Background: an optimization exercise with open tools, aiming at a short achievable clock period and few clock cycles per item. Do not read the settings as production practice.
Where RTL was checked, it was by simulation tests only, not by an equivalence proof against the original.
Power is estimated from default activity; no workload was simulated.

Design a25_wishbone_master, start of the top module:
module a25_wishbone_master
#(
    parameter int unsigned TIMEOUT_CYCLES = 256
) (
    input  logic         i_clk,
    input  logic         i_rst,
    input  logic         i_p0_valid,
    output logic         o_p0_accepted,
    input  logic         i_p0_write,
    input  logic [127:0] i_p0_wdata,
    input  logic [15:0]  i_p0_be,
    input  logic [31:0]  i_p0_addr,
    output logic [127:0] o_p0_rdata,
    output logic         o_p0_rdata_valid,
    input  logic         i_p1_valid,
    output logic         o_p1_accepted,
    input  logic         i_p1_write,
    input  logic [127:0] i_p1_wdata,
    input  logic [15:0]  i_p1_be,
    input  logic [31:0]  i_p1_addr,
    output logic [127:0] o_p1_rdata,
    output logic         o_p1_rdata_valid,
    input  logic         i_p2_valid,
    output logic         o_p2_accepted,
    input  logic         i_p2_write,
    input  logic [127:0] i_p2_wdata,
    input  logic [15:0]  i_p2_be,
    input  logic [31:0]  i_p2_addr,
    output logic [127:0] o_p2_rdata,
    output logic         o_p2_rdata_valid,
    output logic [31:0]  o_wb_adr,
    output logic [3:0]   o_wb_sel,
    output logic         o_wb_we,
    output logic [31:0]  o_wb_dat,
    input  logic [31:0]  i_wb_dat,
    output logic         o_wb_cyc,
    output logic         o_wb_stb,
    input  logic         i_wb_ack,
    input  logic         i_wb_err,
    output logic         o_bus_error
);
==> flow/config.mk <==
export PLATFORM = sky130hd
export DESIGN_NAME = a25_wishbone_master
export DESIGN_NICKNAME = a25_wishbone_master
export VERILOG_FILES = /design/flow/design.v
export SDC_FILE = /design/flow/constraint.sdc
export NUM_CORES = 4
export LEC_CHECK = 0
export ABC_CLOCK_PERIOD_IN_PS = 2200
export CAP_MARGIN = 20
export CORE_MARGIN = 2
export CORE_UTILIZATION = 50
export SETUP_SLACK_MARGIN = 2.6
export SLEW_MARGIN = 20
export SYNTH_HIERARCHICAL = 1
export SYNTH_MINIMUM_KEEP_SIZE = 0
export TNS_END_PERCENT = 100
==> flow/constraint.sdc <==
create_clock -name core_clock -period 5.0 [get_ports {i_clk}]
set_input_delay 1.0000 -clock core_clock [delete_from_list [all_inputs] [get_ports {i_clk}]]
set_output_delay 1.0000 -clock core_clock [all_outputs]
set_load 0.01 [all_outputs]
standard.sh (not shown) runs the stock make flow with config.mk's settings and CLKGATE_MAP_FILE= SYNTH_SCRIPT=/design/flow/synth_recipe.tcl, a recipe that flattens the netlist after the stock synthesis.
==> flow/flow/run.sh <==
#!/bin/bash
# The standard layout (standard.sh), with two ORFS settings changed:
#  - port buffers are sky130_fd_sc_hd__buf_4 rather than the delay buffer
#    buffer_ports picks by default;
#  - the resizer may swap a cell for one of another footprint
#    (MATCH_CELL_FOOTPRINT=0), so those buffers and the gates can be sized
#    for timing before routing.
# Everything else, synthesis included, is the standard flow.
set -o pipefail
cp standard.sh standard.sh.txt
bash standard.sh MATCH_CELL_FOOTPRINT=0 "BUFFER_PORTS_ARGS=-buffer_cell sky130_fd_sc_hd__buf_4" finish > standard.log 2>&1
Rerun with:
--- a/flow/design.v
+++ b/flow/design.v
@@ -80,19 +80,19 @@
     output logic         o_wb_cyc,
     output logic         o_wb_stb,
     input  logic         i_wb_ack,
     input  logic         i_wb_err,
     output logic         o_bus_error
 );
     localparam int unsigned QD  = 1;           
     localparam int unsigned QP  = 2;                 
     localparam int unsigned QW  = 3;                 
-    localparam int unsigned HCW = 6;                 
+    localparam int unsigned HCW = 7;                 
     logic unused_cfg;
     function automatic logic [1:0] first_of(input logic [3:0] m);
         first_of = 2'd3;
         if (m[2]) first_of = 2'd2;
         if (m[1]) first_of = 2'd1;
         if (m[0]) first_of = 2'd0;
     endfunction
     assign unused_cfg = ^TIMEOUT_CYCLES;
     logic room_q;    
@@ -199,21 +199,19 @@
     logic [31:4]   q_addr  [QD];
     logic [3:0]    q_mask  [QD];
     logic [QP-1:0] wp_q, rp_q;
     logic [QW-1:0] cnt_q;
     logic          empty_q;
     logic         cyc_q;
     logic [31:2]  adr_q;
     logic [3:0]   sel_q;
     logic         we_q;
-    logic [31:0]  dat_q;       
-    logic [31:0]  dat_b_q;     
-    logic         dsel_q;      
+    logic [31:0]  dat_q;
     logic [1:0]   cur_port;
     logic [127:0] cur_wdata;
     logic [15:0]  cur_be;
     logic [3:0]   rem_q;       
     logic         last_q;      
     logic [2:0]   rf_q;        
     logic beat_end, has_next, bus_free, pop, bypass, push_q;
     assign beat_end = cyc_q & (i_wb_ack | i_wb_err);
     assign has_next = ~last_q;
@@ -272,19 +270,18 @@
     end
     logic [1:0]   h_port;
     logic         h_wr;
     logic [127:0] h_wdata;
     logic [15:0]  h_be;
     logic [31:4]  h_addr;
     logic [3:0]   h_mask;
     logic [1:0]   h_word;
     logic [127:0] hq_wdata;
-    logic [31:0]  hq_dat;
     logic [15:0]  hq_be;
     logic [3:0]   h_sel;
     logic [31:0]  h_dat;
     logic [1:0]   n_word;
     logic [1:0]   q_word;
     always_comb begin
         h_port  = q_port[0];
         h_wr    = q_wr[0];
         h_wdata = q_wdata[0];
@@ -301,19 +298,18 @@
                 h_mask  = q_mask[i];
             end
         end
         hq_wdata = h_wdata;
         hq_be    = h_be;
         q_word = first_of(h_mask);
         h_word = q_word;
         h_sel  = h_be[{q_word, 2'b00} +: 4];
         h_dat  = h_wdata[{q_word, 5'd0} +: 32];
-        hq_dat = h_dat;
         if (empty_q) begin
             h_port  = win_port;
             h_wr    = win_write;
             h_wdata = win_wdata;
             h_be    = win_be;
             h_addr  = win_addr[31:4];
             h_mask  = win_mask;
             h_word  = win_first;
             h_sel   = win_sel;
@@ -329,40 +325,33 @@
             cyc_q <= 1'b0;
         end else if (bus_free) begin
             cyc_q <= bypass ? win_nz : (pop & (|h_mask));
         end
     end
     always_ff @(posedge i_clk) begin
         if (bus_free) begin
             adr_q     <= {h_addr, h_word};
             sel_q     <= h_sel;
-            dat_q     <= hq_dat;
+            dat_q     <= h_dat;
             we_q      <= h_wr;
             cur_port  <= h_port;
             rem_q     <= h_rem;
             last_q    <= (h_rem == '0);
             for (int unsigned p = 0; p < 3; p++) rf_q[p] <= ~h_wr & (h_rem == '0) & (h_port == 2'(p));
         end else if (beat_end && has_next) begin
             adr_q[3:2] <= n_word;
             sel_q      <= nb_be[{n_word, 2'b00} +: 4];
             dat_q      <= nb_wdata[{n_word, 5'd0} +: 32];
             rem_q      <= n_rem;
             last_q     <= (n_rem == '0);
             for (int unsigned p = 0; p < 3; p++) rf_q[p] <= ~we_q & (n_rem == '0) & (cur_port == 2'(p));
         end
     end
-    always_ff @(posedge i_clk or posedge i_rst) begin
-        if (i_rst)                              dsel_q <= 1'b0;
-        else if (bus_free || (beat_end && has_next)) dsel_q <= bypass;
-    end
-    always_ff @(posedge i_clk) begin
-        if (!dsel_q || !cyc_q || beat_end) dat_b_q <= win_dat;
-    end
     logic          byp_q;
     logic [QP-1:0] byp_slot_q;
     logic [127:0]  bq_wdata, nb_wdata;
     logic [15:0]   bq_be, nb_be;
     always_comb begin
         bq_wdata = q_wdata[0];
         bq_be    = q_be[0];
         for (int unsigned i = 1; i < QD; i++) begin
             if (byp_slot_q == QP'(i)) begin
@@ -503,18 +492,18 @@
             pend2_dat  <= beat_dat;
             pend2_word <= adr_q[3:2];
         end
     end
     assign o_wb_cyc = cyc_q;
     assign o_wb_stb = cyc_q;
     assign o_wb_adr = {adr_q, 2'b00};
     assign o_wb_sel = sel_q;
     assign o_wb_we  = we_q;
-    assign o_wb_dat = dsel_q ? dat_b_q : dat_q;
+    assign o_wb_dat = dat_q;
     assign o_bus_error = bus_error_q;
     assign o_p0_rdata_valid = rv_q[0];
     assign o_p1_rdata_valid = rv_q[1];
     assign o_p2_rdata_valid = rv_q[2];
     assign o_p0_rdata = rdata_q[0];
     assign o_p1_rdata = rdata_q[1];
     assign o_p2_rdata = rdata_q[2];
 endmodule
The changed run finished clean.
Total power hardly moves.
Hold slack gets better by 93 ps.
Count of clock-buffer cells in the layout came out lower by 1.
Cell area falls slightly.
Core utilization climbs by 0.86 points.
Routed wire length rises by a few percent.
Worst setup slack is better by 380 ps.
Sequential share of layout area shrinks by 0.98 points.
Via count rises by a few percent.
First-iteration DRC count came out higher by a quarter to a third.
Cell count went up slightly.
Synthesized cell count is about the same.
Die area decreases slightly.
Testbench counts after the change, summed over its fixed seeds: cycles 28,069, requests 5,120.
No functional check of the RTL was part of the first run of this note.

[static timing again, ports no longer ideal]
In the flow no input, the clock included, has a driving cell. The finished layouts below were timed again as built, in two steps. Step 1 (the two cells are an assumption about what drives the block):
set clk [get_ports {i_clk}]
set_driving_cell -lib_cell sky130_fd_sc_hd__clkbuf_16 $clk
set_driving_cell -lib_cell sky130_fd_sc_hd__buf_2 [delete_from_list [all_inputs] $clk]
Step 2 moves the port delays by t, midway between the first and last clock arrival at a register: inputs arrive t later, outputs are due t later. That takes back most of the time a late clock gives input paths. Three values: ideal ports, drivers, drivers and shift; two values: the first two.
run | t, ns | setup WS [ns] | worst hold slack (ns) | slew at the worst register clock pin (ns) | worst slew at a driven data input, ns
the first run | 0.770 | 2.072 / 1.989 / 1.561 | 0.346 / 0.285 / 0.446 | 0.07 / 0.07 | 0.24
the second run | 0.752 | 2.451 / 2.233 / 1.688 | 0.438 / 0.438 / 0.438 | 0.07 / 0.07 | 0.29
After both steps setup and hold are still met in every run listed. The setup slack of the second run, which loses most, moves by -0.218 ns with the drivers and by -0.763 ns with both steps.
